What follows belongs to an exercise in optimizing a design on an open flow for small area; a production flow would make more cautious choices. Function was checked by simulation only, so behaviour that the tests miss may differ from the original. Power figures rest on the tool's default switching activity, not on a simulated workload. No driver is modelled on the clock port, so clocking that relies on it looks cheaper here than on a real chip.

==> flow/design.v <==
package mips_mem_pkg;
    typedef enum logic [1:0] {
        MW_NONE = 2'b00,
        MW_SW   = 2'b01,
        MW_SH   = 2'b10,
        MW_SB   = 2'b11
    } memwrite_t;
    typedef enum logic [1:0] {
        LS_WORD = 2'b00,
        LS_HALF = 2'b01,
        LS_BYTE = 2'b10
    } loadsize_t;
    localparam int unsigned STORE_CNT_W = 16;
endpackage
module dmem_lane_steer (
    input  logic [1:0]  memwrite,
    input  logic [1:0]  a_lo,
    input  logic [31:0] wd,
    output logic [3:0]  byte_en,
    output logic [31:0] wdata_steered,
    output logic        aligned
);
    always_comb begin
        byte_en       = '0;
        wdata_steered = wd;
        aligned       = 1'b1;
        case (memwrite)
            mips_mem_pkg::MW_SW: begin
                aligned = (a_lo == 2'b00);
                byte_en = aligned ? 4'b1111 : 4'b0000;
            end
            mips_mem_pkg::MW_SH: begin
                wdata_steered = {2{wd[15:0]}};
                aligned       = ~a_lo[0];
                if (aligned) byte_en = a_lo[1] ? 4'b1100 : 4'b0011;
            end
            mips_mem_pkg::MW_SB: begin
                wdata_steered = {4{wd[7:0]}};
                byte_en       = 4'b0001 << a_lo;
            end
            default: begin
                byte_en = '0;
            end
        endcase
    end
endmodule
module dmem_wmux8 (
    input  logic [7:0] q,
    input  logic [7:0] d,
    input  logic       sel,
    input  logic       hold,
    output logic [7:0] y
);
    assign y = (q & {8{hold}}) | (d & {8{sel}});
endmodule
module dmem_hold_gen (
    input  logic [63:0]  sel,
    input  logic [3:0]   lane,
    output logic [255:0] hold
);
    always_comb begin
        for (int unsigned i = 0; i < 64; i++) begin
            for (int unsigned k = 0; k < 4; k++) begin
                hold[4*i+k] = ~(sel[i] & lane[k]);
            end
        end
    end
endmodule
module dmem_word_dec (
    input  logic [5:0]  idx,
    output logic [63:0] sel
);
    always_comb begin
        for (int unsigned i = 0; i < 64; i++) sel[i] = (idx == 6'(i));
    end
endmodule
module dmem_rd_aoi3 (
    input  logic [2:0]  s,
    input  logic [31:0] d0,
    input  logic [31:0] d1,
    input  logic [31:0] d2,
    output logic [31:0] y_n
);
    assign y_n = ~(({32{s[0]}} & d0) | ({32{s[1]}} & d1) | ({32{s[2]}} & d2));
endmodule
module dmem_rd_nand1 (
    input  logic        s,
    input  logic [31:0] d,
    output logic [31:0] y_n
);
    assign y_n = ~({32{s}} & d);
endmodule
module dmem_rd_or (
    input  logic [22*32-1:0] y_n,
    output logic [31:0]      word
);
    always_comb begin
        for (int unsigned j = 0; j < 32; j++) begin
            word[j] = 1'b0;
            for (int unsigned t = 0; t < 22; t++) word[j] = word[j] | ~y_n[32*t + j];
        end
    end
endmodule
module dmem_ld_align (
    input  logic [31:0] word,
    input  logic [1:0]  a_lo,
    input  logic [1:0]  loadsize,
    input  logic        loadsigned,
    output logic [31:0] rd
);
    logic is_half, is_byte, is_word;
    logic l0, l1, l2, l3;
    logic m1, m3;
    logic c7, c15, c23, c31;
    logic sgn;
    always_comb begin
        is_half = (loadsize == mips_mem_pkg::LS_HALF);
        is_byte = (loadsize == mips_mem_pkg::LS_BYTE);
        is_word = ~is_half & ~is_byte;
        l0 = is_word | (is_half & ~a_lo[1]) | (is_byte & (a_lo == 2'd0));
        l1 = is_byte & (a_lo == 2'd1);
        l2 = (is_half & a_lo[1]) | (is_byte & (a_lo == 2'd2));
        l3 = is_byte & (a_lo == 2'd3);
        m1 = is_word | (is_half & ~a_lo[1]);
        m3 = is_half & a_lo[1];
        c7  = loadsigned & is_byte & (a_lo == 2'd0);
        c15 = loadsigned & ((is_byte & (a_lo == 2'd1)) | (is_half & ~a_lo[1]));
        c23 = loadsigned & is_byte & (a_lo == 2'd2);
        c31 = loadsigned & ((is_byte & (a_lo == 2'd3)) | (is_half & a_lo[1]));
        sgn = (c7 & word[7]) | (c15 & word[15]) | (c23 & word[23]) | (c31 & word[31]);
        rd[7:0]   = ({8{l0}} & word[7:0]) | ({8{l1}} & word[15:8])
                  | ({8{l2}} & word[23:16]) | ({8{l3}} & word[31:24]);
        rd[15:8]  = ({8{m1}} & word[15:8]) | ({8{m3}} & word[31:24]) | {8{is_byte & sgn}};
        rd[31:16] = ({16{is_word}} & word[31:16]) | {16{~is_word & sgn}};
    end
endmodule
module dmem_subword #(
    parameter int unsigned DEPTH  = 64,
    parameter int unsigned ADDR_W = 6
) (
    input  logic                   clk,
    input  logic                   reset,
    input  logic [31:0]            a,
    input  logic [31:0]            wd,
    input  logic [1:0]             memwrite,
    input  logic [1:0]             loadsize,
    input  logic                   loadsigned,
    output logic [31:0]            rd,
    output logic                   misaligned,
    output logic [31:0]            err_addr,
    output logic [mips_mem_pkg::STORE_CNT_W-1:0] store_cnt
);
    logic [DEPTH-1:0][31:0] mem_q;
    logic [DEPTH-1:0][31:0] mem_d;
    logic [4*DEPTH-1:0]     hold;
    logic [3:0]             lane_we;
    logic [31:0]            wdata_g;
    logic [DEPTH-1:0]  sel;
    logic [DEPTH-1:0]  sel_w;
    logic [3:0]        byte_en;
    logic [31:0]       wdata;
    logic              aligned;
    logic              commit;
    logic              bad_store;
    logic              misaligned_q;
    logic [31:0]       err_addr_q;
    dmem_word_dec u_dec (
        .idx   (a[ADDR_W+1:2]),
        .sel   (sel)
    );
    dmem_word_dec u_dec_w (
        .idx   (a[ADDR_W+1:2]),
        .sel   (sel_w)
    );
    dmem_lane_steer u_steer (
        .memwrite      (memwrite),
        .a_lo          (a[1:0]),
        .wd            (wd),
        .byte_en       (byte_en),
        .wdata_steered (wdata),
        .aligned       (aligned)
    );
    assign commit    = ~reset & (|byte_en);
    assign bad_store = ~reset & (memwrite != mips_mem_pkg::MW_NONE) & ~aligned;
    assign lane_we = byte_en & {4{~reset}};
    assign wdata_g = wdata & {{8{lane_we[3]}}, {8{lane_we[2]}}, {8{lane_we[1]}}, {8{lane_we[0]}}};
    dmem_hold_gen u_hold (
        .sel  (sel_w),
        .lane (lane_we),
        .hold (hold)
    );
    for (genvar i = 0; i < DEPTH; i++) begin : g_word
        for (genvar k = 0; k < 4; k++) begin : g_lane
            dmem_wmux8 u_wmux (
                .q    (mem_q[i][8*k +: 8]),
                .d    (wdata_g[8*k +: 8]),
                .sel  (sel_w[i]),
                .hold (hold[4*i+k]),
                .y    (mem_d[i][8*k +: 8])
            );
        end
    end
    always_ff @(posedge clk) begin
        mem_q <= mem_d;
    end
    always_ff @(posedge clk) begin
        if (reset) begin
            misaligned_q <= 1'b0;
            err_addr_q   <= '0;
        end else if (bad_store && !misaligned_q) begin
            misaligned_q <= 1'b1;
            err_addr_q   <= a;
        end
    end
    assign misaligned = misaligned_q;
    assign err_addr   = err_addr_q;
    logic [mips_mem_pkg::STORE_CNT_W-1:0] store_cnt_q;
    always_ff @(posedge clk) begin
        if (reset) begin
            store_cnt_q <= '0;
        end else if (commit && store_cnt_q != '1) begin
            store_cnt_q <= store_cnt_q + mips_mem_pkg::STORE_CNT_W'(1);
        end
    end
    assign store_cnt = store_cnt_q;
    logic [22*32-1:0] rd_terms_n;
    logic [31:0]      word;
    for (genvar g = 0; g < 21; g++) begin : g_rd
        dmem_rd_aoi3 u_aoi (
            .s   (sel[3*g +: 3]),
            .d0  (mem_q[3*g]),
            .d1  (mem_q[3*g+1]),
            .d2  (mem_q[3*g+2]),
            .y_n (rd_terms_n[32*g +: 32])
        );
    end
    dmem_rd_nand1 u_rd_last (
        .s   (sel[63]),
        .d   (mem_q[63]),
        .y_n (rd_terms_n[32*21 +: 32])
    );
    dmem_rd_or u_rd_or (
        .y_n  (rd_terms_n),
        .word (word)
    );
    dmem_ld_align u_align (
        .word       (word),
        .a_lo       (a[1:0]),
        .loadsize   (loadsize),
        .loadsigned (loadsigned),
        .rd         (rd)
    );
endmodule
Settings: LEC_CHECK=0, CAP_MARGIN=10, CORE_MARGIN=2, CORE_UTILIZATION=60, PLACE_DENSITY=0.7, SETUP_SLACK_MARGIN=0.2, SLEW_MARGIN=10, SYNTH_HIERARCHICAL=1; clock period 6.5 ns.
standard.sh (not shown) runs the stock make flow with config.mk's settings and CLKGATE_MAP_FILE= SYNTH_SCRIPT=/design/flow/synth_recipe.tcl, a recipe that flattens the netlist after the stock synthesis.
==> flow/flow/run.sh <==
#!/bin/bash
# Standard ORFS layout with two changes: the port buffers are plain buf_1
# cells, and the clock tree uses clkbuf_16 clusters of up to 30 sinks without
# dummy loads. Each tool's output goes to orfs/logs; make's to standard.log.
set -euo pipefail
export BUFFER_PORTS_ARGS="-buffer_cell sky130_fd_sc_hd__buf_1"
export CTS_ARGS="-sink_clustering_enable -repair_clock_nets -buf_list sky130_fd_sc_hd__clkbuf_16 -sink_clustering_size 30 -sink_clustering_max_diameter 100 -dont_use_dummy_load"
bash standard.sh finish > standard.log 2>&1
The first run completed and failed the layout checks on negative setup slack.
Rerun with:
==> flow/flow/run.sh (replaced) <==
#!/bin/bash
# Standard ORFS layout with two changes: the port buffers are plain buf_2
# cells, and the clock tree uses clkbuf_16 clusters of up to 30 sinks without
# dummy loads. Each tool's output goes to orfs/logs; make's to standard.log.
set -euo pipefail
export BUFFER_PORTS_ARGS="-buffer_cell sky130_fd_sc_hd__buf_2"
export CTS_ARGS="-sink_clustering_enable -repair_clock_nets -buf_list sky130_fd_sc_hd__clkbuf_16 -sink_clustering_size 30 -sink_clustering_max_diameter 100 -dont_use_dummy_load"
bash standard.sh finish > standard.log 2>&1
CAP_MARGIN = 20   (was 10)
SLEW_MARGIN = 20   (was 10)
=> The changed run produced a clean layout. Final area decreases slightly. Wire length went down slightly. Maximum frequency rose by a few percent. Power does not change. Non-clock buffer count shrinks by 58. Area after synthesis is unchanged. Sequential share of layout area climbs by 0.36 points. Final cell count decreases slightly. Global-route usage hardly moves. Hold slack barely changes. Die area is unchanged.
Rerun with:
==> flow/flow/run.sh (replaced) <==
#!/bin/bash
# Standard ORFS layout with these changes: the port buffers are plain buf_1
# cells, the clock tree uses clkbuf_16 clusters of up to 30 sinks without
# dummy loads, and after global routing non-critical gates are downsized
# (repair_timing -recover_power). Each tool's output goes to orfs/logs;
# make's to standard.log.
set -euo pipefail
export BUFFER_PORTS_ARGS="-buffer_cell sky130_fd_sc_hd__buf_1"
export CTS_ARGS="-sink_clustering_enable -repair_clock_nets -buf_list sky130_fd_sc_hd__clkbuf_16 -sink_clustering_size 30 -sink_clustering_max_diameter 100 -dont_use_dummy_load"
export RECOVER_POWER=100
bash standard.sh finish > standard.log 2>&1
CAP_MARGIN = 10   (was 20)
SLEW_MARGIN = 10   (was 20)
=> The changed run completed and failed the layout checks on max-capacitance violations, max-slew violations, negative setup slack. Sequential power is about the same. Combinational power hardly moves. Clock-buffer cell count is unchanged. Power hardly moves.

## static timing again, ports no longer ideal
How much do the figures lean on ideal ports? The routed layouts below were timed once more, with nothing changed but the port constraints. Step 1 sets driving cells, clkbuf_16 on the clock port and buf_2 on the other inputs (assumed; they add their load-dependent delay and slew). Step 2 also shifts input and output timing later by t, the mid clock arrival at the registers, as if the neighbouring blocks saw the same clock. a / b / c = ideal ports / drivers / drivers and shift; a / b = the first two.
run	shift t [ns]	setup WS [ns]	worst setup path after step 2
the first run	0.805	-0.063 / -0.116 / -0.116	input to output
the second run	0.795	0.168 / 0.129 / 0.129	input to output
the third run	0.805	-0.049 / -0.106 / -0.540	input to register
For the third run, which loses most, drivers alone change the setup slack by -0.057 ns; drivers and shift together by -0.491 ns.
